What follows belongs to an exercise in optimizing a design on an open flow for small area; a production flow would make more cautious choices. Function was checked by simulation only, so behaviour that the tests miss may differ from the original.

## flow/design.v (module list and top-level ports; edited modules follow where they fit)
// module c_a21boi: 3 lines
// module c_a21o: 3 lines
// module c_a21oi: 3 lines
// module c_a222oi: 3 lines
// module c_a22oi: 3 lines
// module c_a2bb2oi: 3 lines
// module c_and2: 3 lines
// module c_and3: 3 lines
// module c_fa: 4 lines
// module c_inv: 3 lines
// module c_nand2: 3 lines
// module c_nand2b: 3 lines
// module c_nand3: 3 lines
// module c_nand4: 3 lines
// module c_nor2: 3 lines
// module c_nor2b: 3 lines
// module c_nor3: 3 lines
// module c_nor4: 3 lines
// module c_o21a: 3 lines
// module c_o21ai: 3 lines
// module c_o21bai: 3 lines
// module c_o22ai: 3 lines
// module c_or2: 3 lines
// module c_xnor2: 3 lines
// module c_xor2: 3 lines
// module arrayMultiplier: 3028 lines
// module resultSelect: 22 lines
// module aluCalc: 23 lines
module aluCalc (
	input wire logic clk,
	input wire logic rstN,
	input wire aluPkg::aluRequest_t request,
	output aluPkg::result_t result,
	output aluPkg::aluError_t error
);
  // ...
==> flow/flow/run.sh <==
#!/bin/bash
# Layout flow: the standard ORFS flow, except that
#  - the datapath's gate modules (c_* in rtl/multiplierRow.sv) are read as the
#    standard cells they describe, so synthesis keeps the hand-built gate netlist;
#  - the port buffers are sky130_fd_sc_hd__buf_1 (they drive one gate or the
#    0.01 pF output load; the resizer still upsizes them where timing needs it).
set -euo pipefail
python3 flow/subst.py design.v flow/cells.v design_cells.v > subst.log 2>&1
sed "s#^export VERILOG_FILES = .*#export VERILOG_FILES = $PWD/design_cells.v#" config.mk > config_cells.mk
grep -q "design_cells.v" config_cells.mk
sed "s#DESIGN_CONFIG=[^ ]*#DESIGN_CONFIG=$PWD/config_cells.mk#" standard.sh > standard_cells.sh
grep -q "config_cells.mk" standard_cells.sh
export BUFFER_PORTS_ARGS="-buffer_cell sky130_fd_sc_hd__buf_1"
bash standard_cells.sh finish > orfs_make.log 2>&1
==> flow/flow/cells.v <==
// c_* gate modules as sky130hd cells; read by flow/run.sh in place of rtl/multiplierRow.sv.
module c_a21boi (input A1, input A2, input B1_N, output Y); sky130_fd_sc_hd__a21boi_0 u (.A1(A1), .A2(A2), .B1_N(B1_N), .Y(Y)); endmodule
module c_a21o (input A1, input A2, input B1, output X); sky130_fd_sc_hd__a21o_1 u (.A1(A1), .A2(A2), .B1(B1), .X(X)); endmodule
module c_a21oi (input A1, input A2, input B1, output Y); sky130_fd_sc_hd__a21oi_1 u (.A1(A1), .A2(A2), .B1(B1), .Y(Y)); endmodule
module c_a222oi (input A1, input A2, input B1, input B2, input C1, input C2, output Y); sky130_fd_sc_hd__a222oi_1 u (.A1(A1), .A2(A2), .B1(B1), .B2(B2), .C1(C1), .C2(C2), .Y(Y)); endmodule
module c_a22oi (input A1, input A2, input B1, input B2, output Y); sky130_fd_sc_hd__a22oi_1 u (.A1(A1), .A2(A2), .B1(B1), .B2(B2), .Y(Y)); endmodule
module c_a2bb2oi (input A1_N, input A2_N, input B1, input B2, output Y); sky130_fd_sc_hd__a2bb2oi_1 u (.A1_N(A1_N), .A2_N(A2_N), .B1(B1), .B2(B2), .Y(Y)); endmodule
module c_and2 (input A, input B, output X); sky130_fd_sc_hd__and2_1 u (.A(A), .B(B), .X(X)); endmodule
module c_and3 (input A, input B, input C, output X); sky130_fd_sc_hd__and3_1 u (.A(A), .B(B), .C(C), .X(X)); endmodule
module c_fa (input A, input B, input CIN, output COUT, output SUM); sky130_fd_sc_hd__fa_1 u (.A(A), .B(B), .CIN(CIN), .COUT(COUT), .SUM(SUM)); endmodule
module c_inv (input A, output Y); sky130_fd_sc_hd__inv_1 u (.A(A), .Y(Y)); endmodule
module c_nand2 (input A, input B, output Y); sky130_fd_sc_hd__nand2_1 u (.A(A), .B(B), .Y(Y)); endmodule
module c_nand2b (input A_N, input B, output Y); sky130_fd_sc_hd__nand2b_1 u (.A_N(A_N), .B(B), .Y(Y)); endmodule
module c_nand3 (input A, input B, input C, output Y); sky130_fd_sc_hd__nand3_1 u (.A(A), .B(B), .C(C), .Y(Y)); endmodule
module c_nand4 (input A, input B, input C, input D, output Y); sky130_fd_sc_hd__nand4_1 u (.A(A), .B(B), .C(C), .D(D), .Y(Y)); endmodule
module c_nor2 (input A, input B, output Y); sky130_fd_sc_hd__nor2_1 u (.A(A), .B(B), .Y(Y)); endmodule
module c_nor2b (input A, input B_N, output Y); sky130_fd_sc_hd__nor2b_1 u (.A(A), .B_N(B_N), .Y(Y)); endmodule
module c_nor3 (input A, input B, input C, output Y); sky130_fd_sc_hd__nor3_1 u (.A(A), .B(B), .C(C), .Y(Y)); endmodule
module c_nor4 (input A, input B, input C, input D, output Y); sky130_fd_sc_hd__nor4_1 u (.A(A), .B(B), .C(C), .D(D), .Y(Y)); endmodule
module c_o21a (input A1, input A2, input B1, output X); sky130_fd_sc_hd__o21a_1 u (.A1(A1), .A2(A2), .B1(B1), .X(X)); endmodule
module c_o21ai (input A1, input A2, input B1, output Y); sky130_fd_sc_hd__o21ai_1 u (.A1(A1), .A2(A2), .B1(B1), .Y(Y)); endmodule
module c_o21bai (input A1, input A2, input B1_N, output Y); sky130_fd_sc_hd__o21bai_1 u (.A1(A1), .A2(A2), .B1_N(B1_N), .Y(Y)); endmodule
module c_o22ai (input A1, input A2, input B1, input B2, output Y); sky130_fd_sc_hd__o22ai_1 u (.A1(A1), .A2(A2), .B1(B1), .B2(B2), .Y(Y)); endmodule
module c_or2 (input A, input B, output X); sky130_fd_sc_hd__or2_1 u (.A(A), .B(B), .X(X)); endmodule
module c_xnor2 (input A, input B, output Y); sky130_fd_sc_hd__xnor2_1 u (.A(A), .B(B), .Y(Y)); endmodule
module c_xor2 (input A, input B, output X); sky130_fd_sc_hd__xor2_1 u (.A(A), .B(B), .X(X)); endmodule
==> flow/flow/subst.py <==
#!/usr/bin/env python3
"""Replace the behavioural c_* gate modules in design.v by their standard-cell versions."""
import re, sys
design, cells, out = sys.argv[1:4]
src = open(design).read()
cell_src = open(cells).read()
names = set(re.findall(r'^module\s+(c_\w+)', cell_src, re.M))
pat = re.compile(r'^\s*module\s+(c_\w+)\b.*?^\s*endmodule\b[^\n]*\n', re.S | re.M)
removed = []
def drop(m):
    if m.group(1) in names:
        removed.append(m.group(1))
        return ''
    return m.group(0)
src = pat.sub(drop, src)
missing = names - set(removed)
used = set(re.findall(r'^\s*(c_\w+)\s+\w+\s*\(', src, re.M))
assert not (used - names), used - names
open(out, 'w').write(src + "\n" + cell_src)
print("replaced", len(removed), "gate modules; not found in design:", sorted(missing))
==> flow/standard.sh <==
#!/bin/bash
# synth_recipe.tcl (not shown) runs the flow's synth.tcl, then flattens the netlist and writes it again
# the make line also repeats each setting of config.mk as NAME=value (left out here)
make -C /OpenROAD-flow-scripts/flow DESIGN_CONFIG=/design/flow/config.mk WORK_HOME=/design/flow/orfs CLKGATE_MAP_FILE= SYNTH_SCRIPT=/design/flow/synth_recipe.tcl "${@:-finish}"
==> flow/config.mk <==
export PLATFORM = sky130hd
export DESIGN_NAME = aluCalc
export DESIGN_NICKNAME = aluCalc
export VERILOG_FILES = /design/flow/design.v
export SDC_FILE = /design/flow/constraint.sdc
export NUM_CORES = 4
export LEC_CHECK = 0
export CAP_MARGIN = 20
export CORE_MARGIN = 2
export CORE_UTILIZATION = 55
export CTS_BUF_LIST = sky130_fd_sc_hd__clkbuf_4
export SLEW_MARGIN = 20
==> flow/constraint.sdc <==
create_clock -name core_clock -period 34.0 [get_ports {clk}]
set_input_delay 6.8000 -clock core_clock [delete_from_list [all_inputs] [get_ports {clk}]]
set_output_delay 6.8000 -clock core_clock [all_outputs]
set_load 0.01 [all_outputs]
==> summary.txt, run 1 <==
Place
  • Placer congestion estimate: 1.08
  • IO buf count: 71

STA
  • Time the worst path needs with I/O delays and setup: 32.87 ns
  • Final worst slack: 1.13 ns
  • Worst hold slack after final layout: 6.53 ns

Worst setup path
  • Critical path capture point: uSel.result[15]
  • Total buffers and inverters traversed by the critical path: 7
  • WP depth: 127
  • Worst stage delay on the critical path: 0.52 ns

Floorplan
  • Initial standard-cell utilization of the core: 55.8%
  • # rows: 51
  • Area inside the core boundary: 19300 um2
  • Floorplan die width: 144 um

GRT
  • Wire length of the first global-routing pass: 58700 um
  • Busiest metal layer after global routing: met2
  • Number of global-route vias before repair: 11300
  • Met1 Use GR: 46.8%

Detailed routing
  • Total Wirelength: 38800 um
  • Post-route met1 wirelength: 15500 um
  • Remaining DRCs: 0

Status
  • Outcome: no timing/DRC/antenna violations

Final layout
  • Filler cells: 1768
  • Final std cell area, no fill: 12700 um2

Yosys
  • Share of synthesized cell area in and, or, nand and nor gates: 28.2%
  • Adder and majority gate portion of the synthesized area: 17.4%

Clock network
  • Buffer count from post-CTS setup fixing: 0
==> run 2, diff against run 1 <==
--- a/flow/config.mk
+++ b/flow/config.mk
@@ -9,3 +9,3 @@
 export CORE_MARGIN = 2
-export CORE_UTILIZATION = 55
+export CORE_UTILIZATION = 50
 export CTS_BUF_LIST = sky130_fd_sc_hd__clkbuf_4
==> run 2 against run 1 <==
Effect of this change: sequential share of layout area about the same; non-clock buffer count down 5; design area down 0.59%; via count down 1.0%; first-iteration DRC count down 5.6%; global-route usage down 2.2 points.
==> summary.txt, run 2 <==
Place
  • Cell Area, Placed: 12200 um2 (was 12100 um2)
  • Placer congestion estimate: 0.950 (was 1.08)
  • Setup slack at placement: -0.405 ns (was -0.0336 ns)
  • IO buf count: 71 (unchanged)
  • Cell total after placement: 1864 (was 1850)
  • Detailed Place HPWL: 29700 um (was 29200 um)

STA
  • Final Setup Violations: 0 (unchanged)
  • Final number of hold-violating endpoints: 0 (unchanged)
  • Total negative slack for setup checks: 0 ns (unchanged)
  • Final Max Slew Viols: 0 (unchanged)
  • Highest Clock Rate: 30.7 MHz (was 30.4 MHz)
  • Final worst slack: 1.44 ns (was 1.13 ns)
  • Max-slew headroom: 31.1% (was 28.7%)
  • Slew at the pin closest to its max-slew limit: 1.03 ns (was 1.07 ns)
  • Time the worst path needs with I/O delays and setup: 32.56 ns (was 32.87 ns)
  • Final period utilization: 95.8% (was 96.7%)

Clock network
  • Number of buffers created by CTS: 5 (unchanged)
  • H-tree lvl count: 2 (unchanged)
  • Clock tree from TritonCTS: built (unchanged)
  • Hold buffer count at CTS: 0 (unchanged)
  • Sink Count: 34 (unchanged)
  • Clock Tree Root: sky130_fd_sc_hd__clkbuf_4 (unchanged)
  • Clock Pin Slew Worst Setup and Hold Paths: 0.10 ns (about the same)
  • Clock Tree Buf Depth: 2 (unchanged)

Worst setup path
  • Origin of the worst setup path: request[12] (was request[11])
  • Kind of start point of the critical path: primary input (unchanged)
  • Class of the most critical setup path: in2reg (unchanged)
  • Endpoint kind of the worst setup timing path: register (unchanged)
  • Master of the slowest instance on the critical path: sky130_fd_sc_hd__a21oi_2 (was sky130_fd_sc_hd__a222oi_1)
  • Worst EP arrival: 32.84 ns (was 33.07 ns)
  • Dominant cell type by count on the critical path: sky130_fd_sc_hd__a21oi_2 (unchanged)
  • Worst stage delay on the critical path: 0.54 ns (was 0.52 ns)
  • Crit path max fanout: 15 (was 14)
  • WP data required: 34.28 ns (was 34.20 ns)

Final layout
  • Filler cells: 2016 (was 1768)
  • Reg with most FFs: uSel.result (unchanged)
  • Commonest cells after routing, fill and taps aside: 157 x sky130_fd_sc_hd__nand2_1, 149 x sky130_fd_sc_hd__xnor2_1, 146 x sky130_fd_sc_hd__nor2b_1 (was 157 x sky130_fd_sc_hd__nand2_1, 148 x sky130_fd_sc_hd__xnor2_1, 146 x sky130_fd_sc_hd__nor2b_1)
  • Final-stage net count: 1770 (was 1775)
  • Combined area of the multi-input logic cells: 10200 um2 (was 10300 um2)
  • Most frequent standard cell in the layout excluding fill and tap cells: sky130_fd_sc_hd__nand2_1 (unchanged)
  • Flip-flop count of the largest register after layout: 32 (unchanged)
  • Final std cell area, no fill: 12700 um2 (about the same)
  • Filler-free cell count of the finished design: 1915 (was 1908)
  • Largest regs: uSel.result: 32 flops, uSel.error: 2 flops (unchanged)
  • Ratio of cells with drive above 1 in the final layout: 12.7% (was 13.6%)
  • Layout Area Growth over Synthesis: 17.4% (was 18.1%)
  • FF/Latch Area: 851 um2 (unchanged)

Yosys
  • Number of cells produced by synthesis: 1479 (unchanged)
  • Sequential share of the synthesized area: 7.89% (unchanged)
  • Leading area contributor after synthesis: sky130_fd_sc_hd__fa_1 (unchanged)
  • Number of warning messages in the yosys log: 1 (unchanged)
  • Count of unique library cells instantiated by Yosys: 26 (unchanged)
  • Most common library cells after synthesis: 157 x sky130_fd_sc_hd__nand2_1, 156 x sky130_fd_sc_hd__a21oi_1, 155 x sky130_fd_sc_hd__xnor2_1 (unchanged)
  • Synthesized cell area: 10800 um2 (unchanged)
  • Flip-flop cell with the highest count after synthesis: sky130_fd_sc_hd__dfrtp_1 (unchanged)
  • Main area contributors after synthesis: sky130_fd_sc_hd__fa_1 17%, sky130_fd_sc_hd__xnor2_1 13%, sky130_fd_sc_hd__a222oi_1 11%, sky130_fd_sc_hd__nor2b_1 8.5%, sky130_fd_sc_hd__dfrtp_1 7.9% (unchanged)
  • Syn_area_per_cell: 7.29 um2 (unchanged)
  • Synthesized flop and latch total: 34 (unchanged)
  • Net count of the mapped netlist: 1611 (unchanged)
  • Cell with the most instances after synthesis: sky130_fd_sc_hd__nand2_1 (unchanged)
  • Share of the synthesized area in the top cell type: 17.4% (unchanged)
  • Fraction of synthesis flops using an asynchronous set or reset pin: 100% (unchanged)
  • Number of synthesized flops with an enable pin: 0 (unchanged)

Floorplan
  • Number of top-level design ports: 72 (unchanged)
  • DIE AREA: 22800 um2 (was 20700 um2)
  • Initial standard-cell utilization of the core: 51.1% (was 55.8%)
  • # rows: 53 (was 51)
  • Area inside the core boundary: 21100 um2 (was 19300 um2)
  • Floorplan die width: 151 um (was 144 um)
  • Height of the die: 151 um (was 144 um)

GRT
  • Global-route congestion overflow total: 0 (unchanged)
  • Initial antenna violation count: 1 (was 0)
  • Wire length of the first global-routing pass: 60400 um (was 58700 um)
  • Pin count of the biggest net entering global routing: 166 (unchanged)
  • GR Util All Layers: 33.8% (was 36.0%)
  • Number of global-route vias before repair: 11400 (was 11300)

Detailed routing
  • Total via count after detailed routing: 12600 (was 12700)
  • Remaining antenna violation count: 0 (unchanged)
  • Number of iterations in the first detailed-routing pass: 12 (was 13)
  • Vias per cell: 6.56 (was 6.66)
  • Iteration-0 DRC count of the detailed router: 1896 (was 2009)
  • Routed length per placed instance: 20.5 um (was 20.3 um)
  • Remaining DRCs: 0 (unchanged)
  • Total Wirelength: 39200 um (was 38800 um)

Status
  • Outcome: no timing/DRC/antenna violations (unchanged)

Hold path
  • Hold/Removal Path Class: in2async (unchanged)

Flow run
  • Count of max-cap constraint violations: 0 (unchanged)
run 2: cell counts after synthesis:
Identical to the previous run, type by type.
run 2: how the worst max path moves through the flow:
stage / end / cells past startpoint / slack, ns
5_1_grt: uSel.result[15] / 131 / -0.18
3_5_place_dp: uSel.result[15] / 124 / -0.40
4_1_cts: uSel.result[12] / 125 / 0.11
2_1_floorplan: uSel.result[16] / 123 / -0.82
3_3_place_gp: uSel.result[12] / 125 / 0.19
6_report: uSel.result[15] / 132 / 1.44
run 2: repair_timing:
action	CTS	global route
gates cloned	0	0
pin swaps	0	45
gates resized for setup	1	23
endpoints found under the setup margin	11	33
setup buffers	0	42
run 2: area by class of cell:
type,count,area share [%]
clock buffers,6,0.356
flip-flops and latches,34,6.72
well taps,275,2.72
clock inverters,2,0.0692
repair buffers,152,7.02
multi-input cells,1371,80.9
diodes,1,0.0198
inverters,74,2.19
run 2: critical path: cells and delay by family:
kind	cells	cell delay, ns
XOR/XNOR	2	0.33
buffers and inverters	11	1.86
adder cells (fa/ha/maj)	2	0.88
AND/OR/NAND/NOR	19	3.96
AO/OA/AOI/OAI	98	18.90
run 2: per-stage QoR:
| stage | hold slack, ns | util, % |
|---|---|---|
| 2_1_floorplan | 6.50 | - |
| 3_3_place_gp | 6.91 | 57.7 |
| 3_5_place_dp | 6.91 | 57.7 |
| 4_1_cts | 6.55 | 58.0 |
| 5_1_grt | 6.58 | 60.1 |
| 6_report | 6.52 | 60.1 |
run 2: per-layer routing:
layer | track usage (%) | up-vias | part of all wire [%] | routed length (um)
met5 | 0 | - | 0 | 0
met4 | 12.6 | 0 | 3.6 | 1410
met3 | 1.87 | 90 | 7.4 | 2910
met2 | 58.5 | 605 | 48 | 18800
met1 | 44.6 | 6036 | 41 | 16100
li1 | - | 5837 | - | -
run 2: cell families after synthesis:
family | Yosys count | share of synthesized area (%)
xor gates and xnor gates | 164 | 13.3
buffers and inverters | 74 | 2.58
DFF | 34 | 7.89
AOI/OAI and AO/OA | 499 | 30.5
and+or+nand+nor | 614 | 28.2
adders and majority gates | 94 | 17.4

==> port drivers added, routing unchanged <==
Ports are ideal in the flow. The routed layouts listed here were re-timed in OpenROAD. Step 1 (the two cells are an assumption about what drives the block):
set clk [get_ports {clk}]
set_driving_cell -lib_cell sky130_fd_sc_hd__clkbuf_16 $clk
set_driving_cell -lib_cell sky130_fd_sc_hd__buf_2 [delete_from_list [all_inputs] $clk]
Step 2 also shifts input and output timing later by t, the mid clock arrival at the registers, as if the neighbouring blocks saw the same clock. Slacks: no drivers / after step 1 / after step 2; pairs: no drivers / after step 1.
| run | t (ns) | setup WS [ns] | worst setup path after step 2 |
|---|---|---|---|
| run 1 | 0.343 | 1.129 / 1.136 / 0.793 | input to register |
| run 2 | 0.366 | 1.439 / 1.453 / 1.087 | input to register |
After both steps every run listed still meets setup and hold. The setup slack of run 2, which loses most, moves by +0.014 ns with the drivers and by -0.352 ns with both steps.
